Source: an optimization exercise on an open RTL-to-GDS flow (aim: small area and a short achievable clock period). Production flows keep margins and buffers that such runs may drop.
In this exercise RTL edits were held to simulation tests only and were not proved equivalent to the original.
Power figures rest on the tool's default switching activity, not on a simulated workload.

// fdiv_mul
module fdiv_mul #(
   parameter int unsigned FINV_LAT = 3
) (
   input  logic        clk,
   input  logic        rst,
   input  logic        in_valid,
   input  logic [31:0] x,
   input  logic [31:0] y,
   input  logic [31:0] y_inv,
   output logic        out_valid,
   output logic [31:0] q,
   output logic        dbz
);
Size: ~130 I/O pins, ~24,000 µm² of cells after synthesis.
Settings: LEC_CHECK=0, CAP_MARGIN=20, CORE_MARGIN=2, CORE_UTILIZATION=40, SLEW_MARGIN=20, SETUP_SLACK_MARGIN=6.4, CTS_ARGS=-sink_clustering_enable -repair_clock_nets -dont_use_dummy_load, BUFFER_PORTS_ARGS=-buffer_cell sky130_fd_sc_hd__buf_1, PRE_RESIZE_TCL=/design/flow/flow/outbuf.tcl; clock period 9.0 ns.
standard.sh (not shown) runs the stock make flow with config.mk's settings and CLKGATE_MAP_FILE= SYNTH_SCRIPT=/design/flow/synth_recipe.tcl, a recipe that flattens the netlist after the stock synthesis.
==> flow/flow/run.sh <==
#!/bin/bash
# The standard layout (standard.sh, with its unchanged synthesis), plus:
#  - flow/outbuf.tcl (PRE_RESIZE hook): sizes the output-port buffers up.
#  - flow/fapol.py: after synthesis, choose each full adder's polarity to drop
#    the inverters Yosys leaves between adders (registers untouched).
# The SDC (clock period, I/O delays, loads) is not touched.
set -euo pipefail
cat flow/settings.mk >> config.mk
echo "export PRE_RESIZE_TCL = $PWD/flow/outbuf.tcl" >> config.mk
bash standard.sh synth > synth.log 2>&1
R=orfs/results/sky130hd/fdiv_mul/base
cp $R/1_2_yosys.v $R/1_2_yosys.orig.v
python3 flow/fapol.py $R/1_2_yosys.orig.v $R/1_2_yosys.v > fapol.log 2>&1
rm -f $R/1_synth.odb $R/1_synth.sdc
bash standard.sh > standard.log 2>&1
==> flow/flow/settings.mk <==
export SETUP_SLACK_MARGIN = 6.4
export CTS_ARGS = -sink_clustering_enable -repair_clock_nets -dont_use_dummy_load
export BUFFER_PORTS_ARGS = -buffer_cell sky130_fd_sc_hd__buf_1
Other scripts of this flow, unchanged in this note and not shown: flow/flow/fapol.py, flow/flow/outbuf.tcl
The first run passed the timing, design-rule and antenna checks.
==> next run, changes <==
==> flow/flow/settings.mk (replaced) <==
export SETUP_SLACK_MARGIN = 6.3
export CTS_ARGS = -sink_clustering_enable -repair_clock_nets -dont_use_dummy_load
export BUFFER_PORTS_ARGS = -buffer_cell sky130_fd_sc_hd__buf_1
Settings changed: SETUP_SLACK_MARGIN 6.4 to 6.3.
Outcome: The changed run completed without violations; via count hardly moves; flip-flop and latch count is unchanged; worst hold slack degrades by 0.011 ns; worst setup slack is better by 0.0094 ns; core utilization fell by 0.95 points; sequential power barely changes; critical path depth does not change.

Starting RTL as in the previous note.
export LEC_CHECK = 0
export CAP_MARGIN = 20
export CORE_MARGIN = 2
export CORE_UTILIZATION = 40
export SLEW_MARGIN = 20
export SETUP_SLACK_MARGIN = 6.22
export CTS_ARGS = -sink_clustering_enable -repair_clock_nets -dont_use_dummy_load -sink_clustering_size 24 -sink_clustering_max_diameter 80
export BUFFER_PORTS_ARGS = -buffer_cell sky130_fd_sc_hd__buf_1
export PRE_RESIZE_TCL = /design/flow/flow/outbuf.tcl
create_clock -name core_clock -period 9.0 [get_ports {clk}]
==> flow/flow/outbuf.tcl <==
# Size each output port's buffer up (the output paths set the period here).
set block [ord::get_db_block]
foreach bterm [$block getBTerms] {
  if {[$bterm getIoType] != "OUTPUT"} { continue }
  set net [$bterm getNet]
  foreach iterm [$net getITerms] {
    if {![$iterm isOutputSignal]} { continue }
    set inst [$iterm getInst]
    if {[string match "sky130_fd_sc_hd__buf_*" [[$inst getMaster] getName]]} {
      replace_cell [$inst getName] sky130_fd_sc_hd__buf_6
    }
  }
}
==> flow/flow/settings.mk <==
export SETUP_SLACK_MARGIN = 6.22
export CTS_ARGS = -sink_clustering_enable -repair_clock_nets -dont_use_dummy_load -sink_clustering_size 24 -sink_clustering_max_diameter 80
export BUFFER_PORTS_ARGS = -buffer_cell sky130_fd_sc_hd__buf_1
Scripts as last shown in full above: flow/flow/run.sh
Other scripts of this flow, unchanged in this note and not shown: flow/flow/fapol.py
The baseline went through all stages and came out clean.
Then changed:
--- a/flow/flow/run.sh
+++ b/flow/flow/run.sh
@@ -2,3 +2,3 @@
 # The standard layout (standard.sh, with its unchanged synthesis), plus:
-#  - flow/outbuf.tcl (PRE_RESIZE hook): sizes the output-port buffers up.
+#  - flow/outbuf.tcl (PRE_RESIZE hook): sizes the output-port buffers (buf_4).
 #  - flow/fapol.py: after synthesis, choose each full adder's polarity to drop
--- a/flow/flow/outbuf.tcl
+++ b/flow/flow/outbuf.tcl
@@ -9,3 +9,3 @@
     if {[string match "sky130_fd_sc_hd__buf_*" [[$inst getMaster] getName]]} {
-      replace_cell [$inst getName] sky130_fd_sc_hd__buf_6
+      replace_cell [$inst getName] sky130_fd_sc_hd__buf_4
     }
==> flow/flow/settings.mk (replaced) <==
export SETUP_SLACK_MARGIN = 6.22
export CTS_ARGS = -sink_clustering_enable -repair_clock_nets -dont_use_dummy_load
export BUFFER_PORTS_ARGS = -buffer_cell sky130_fd_sc_hd__buf_1
Settings changed: CTS_ARGS -sink_clustering_enable -repair_clock_nets -dont_use_dummy_load -sink_clustering_size 24 -sink_clustering_max_diameter 80 to -sink_clustering_enable -repair_clock_nets -dont_use_dummy_load.
Count of clock-buffer cells in the layout goes up by 19.
Clock power rises by 36%.
Fmax is higher by 0.52%.
Power goes up by 4.5%.
Worst hold slack improved by 0.032 ns.
Wire length went up by 1.1%.
Die area stays the same.
Worst setup slack improved by 0.015 ns.
Via count climbs by 0.76%.
Cell area increases by 1.1%.
Then changed:
--- a/flow/flow/run.sh
+++ b/flow/flow/run.sh
@@ -2,3 +2,3 @@
 # The standard layout (standard.sh, with its unchanged synthesis), plus:
-#  - flow/outbuf.tcl (PRE_RESIZE hook): sizes the output-port buffers (buf_4).
+#  - flow/outbuf.tcl (PRE_RESIZE hook): sizes the output-port buffers up.
 #  - flow/fapol.py: after synthesis, choose each full adder's polarity to drop
--- a/flow/flow/outbuf.tcl
+++ b/flow/flow/outbuf.tcl
@@ -9,3 +9,3 @@
     if {[string match "sky130_fd_sc_hd__buf_*" [[$inst getMaster] getName]]} {
-      replace_cell [$inst getName] sky130_fd_sc_hd__buf_4
+      replace_cell [$inst getName] sky130_fd_sc_hd__buf_6
     }
=> Hold slack gets worse by 0.0043 ns; power is about the same; global-route usage went down by 0.40 points; wire length is lower by about 1.8%; clock power came out higher by about 2%; sequential share of layout area stays flat; core utilization barely changes; setup slack barely changes; first-iteration DRC count came out lower by about 20%.
Then changed:
--- a/flow/flow/run.sh
+++ b/flow/flow/run.sh
@@ -2,3 +2,2 @@
 # The standard layout (standard.sh, with its unchanged synthesis), plus:
-#  - flow/outbuf.tcl (PRE_RESIZE hook): sizes the output-port buffers up.
 #  - flow/fapol.py: after synthesis, choose each full adder's polarity to drop
@@ -8,3 +7,2 @@
 cat flow/settings.mk >> config.mk
-echo "export PRE_RESIZE_TCL = $PWD/flow/outbuf.tcl" >> config.mk
 bash standard.sh synth > synth.log 2>&1
==> flow/flow/settings.mk (replaced) <==
export SETUP_SLACK_MARGIN = 6.1
export CTS_ARGS = -sink_clustering_enable -repair_clock_nets -dont_use_dummy_load
export BUFFER_PORTS_ARGS = -buffer_cell sky130_fd_sc_hd__buf_2
Settings changed: BUFFER_PORTS_ARGS -buffer_cell sky130_fd_sc_hd__buf_1 to -buffer_cell sky130_fd_sc_hd__buf_2, PRE_RESIZE_TCL /design/flow/flow/outbuf.tcl to unset, SETUP_SLACK_MARGIN 6.22 to 6.1.
removed: flow/flow/outbuf.tcl
Effect: Register-to-register slack gets worse by 0.14 ns; utilization shrinks by 0.90 points; global-route usage grows by 0.23 points; total power shrinks by about 1.6%; worst setup slack gets worse by 0.033 ns; cell area shrinks by about 2%.
Then changed:
--- a/flow/flow/run.sh
+++ b/flow/flow/run.sh
@@ -2,2 +2,3 @@
 # The standard layout (standard.sh, with its unchanged synthesis), plus:
+#  - flow/outbuf.tcl (PRE_RESIZE hook): sizes the output-port buffers up.
 #  - flow/fapol.py: after synthesis, choose each full adder's polarity to drop
@@ -7,2 +8,3 @@
 cat flow/settings.mk >> config.mk
+echo "export PRE_RESIZE_TCL = $PWD/flow/outbuf.tcl" >> config.mk
 bash standard.sh synth > synth.log 2>&1
==> flow/flow/outbuf.tcl (new file) <==
# Size each output port's buffer up (the output paths set the period here).
set block [ord::get_db_block]
foreach bterm [$block getBTerms] {
  if {[$bterm getIoType] != "OUTPUT"} { continue }
  set net [$bterm getNet]
  foreach iterm [$net getITerms] {
    if {![$iterm isOutputSignal]} { continue }
    set inst [$iterm getInst]
    if {[string match "sky130_fd_sc_hd__buf_*" [[$inst getMaster] getName]]} {
      replace_cell [$inst getName] sky130_fd_sc_hd__buf_6
    }
  }
}
==> flow/flow/settings.mk (replaced) <==
export SETUP_SLACK_MARGIN = 6.05
export CTS_ARGS = -sink_clustering_enable -repair_clock_nets -dont_use_dummy_load
export BUFFER_PORTS_ARGS = -buffer_cell sky130_fd_sc_hd__buf_1
Settings changed: BUFFER_PORTS_ARGS -buffer_cell sky130_fd_sc_hd__buf_2 to -buffer_cell sky130_fd_sc_hd__buf_1, PRE_RESIZE_TCL set to /design/flow/flow/outbuf.tcl, SETUP_SLACK_MARGIN 6.1 to 6.05.
The new run finished with timing, DRC and antenna clean.
Setup slack got worse by 0.052 ns.
Wire length grows by 0.61%.
Maximum frequency came out lower by 1.8%.
Total power is higher by 1.2%.
Synthesized area does not change.
First-iteration DRC count rose by 21%.
Via count barely changes.
Final area barely changes.
Global-route usage goes up by 0.17 points.
Then changed:
==> flow/flow/settings.mk (replaced) <==
export SETUP_SLACK_MARGIN = 6.22
export CTS_ARGS = -sink_clustering_enable -repair_clock_nets -dont_use_dummy_load
export BUFFER_PORTS_ARGS = -buffer_cell sky130_fd_sc_hd__buf_1
Settings changed: PLACE_DENSITY set to 0.7, SETUP_SLACK_MARGIN 6.05 to 6.22.
Effect: Area after synthesis stays the same; clock-buffer cell count is lower by 1; power is higher by 0.37%; non-clock buffer count is higher by 6.

[port drivers added, routing unchanged]
The results above use ideal ports. As a check the final layouts listed here were re-extracted and re-timed, cells and wires unchanged. Step 1 assumes that a clkbuf_16 drives the clock port and a buf_2 every other input. Step 2, shift: input delay + t, output delay - t, t = (earliest + latest rising clock arrival at the registers) / 2. This alone moves slack from input paths to output paths. Three values: ideal ports, drivers, drivers and shift; two values: the first two.
run	shift t [ns]	setup WS [ns]	worst setup path at the end	pins driven straight from the clock port
the first run of note 1	0.628	6.157 / 6.098 / 6.387	register to register	1
the second run of note 1	0.635	6.166 / 6.105 / 6.321	register to register	1
the first run of note 2	0.626	6.156 / 6.098 / 6.281	register to register	1
the second run of note 2	0.624	6.171 / 6.115 / 6.266	register to register	1
the third run of note 2	0.619	6.169 / 6.113 / 6.276	register to register	1
the fourth run of note 2	0.621	6.137 / 6.087 / 6.137	register to register	1
the fifth run of note 2	0.633	6.085 / 6.051 / 6.085	register to register	1
the sixth run of note 2	0.623	6.174 / 6.116 / 6.251	register to register	1
After both steps every run listed still meets setup and hold.
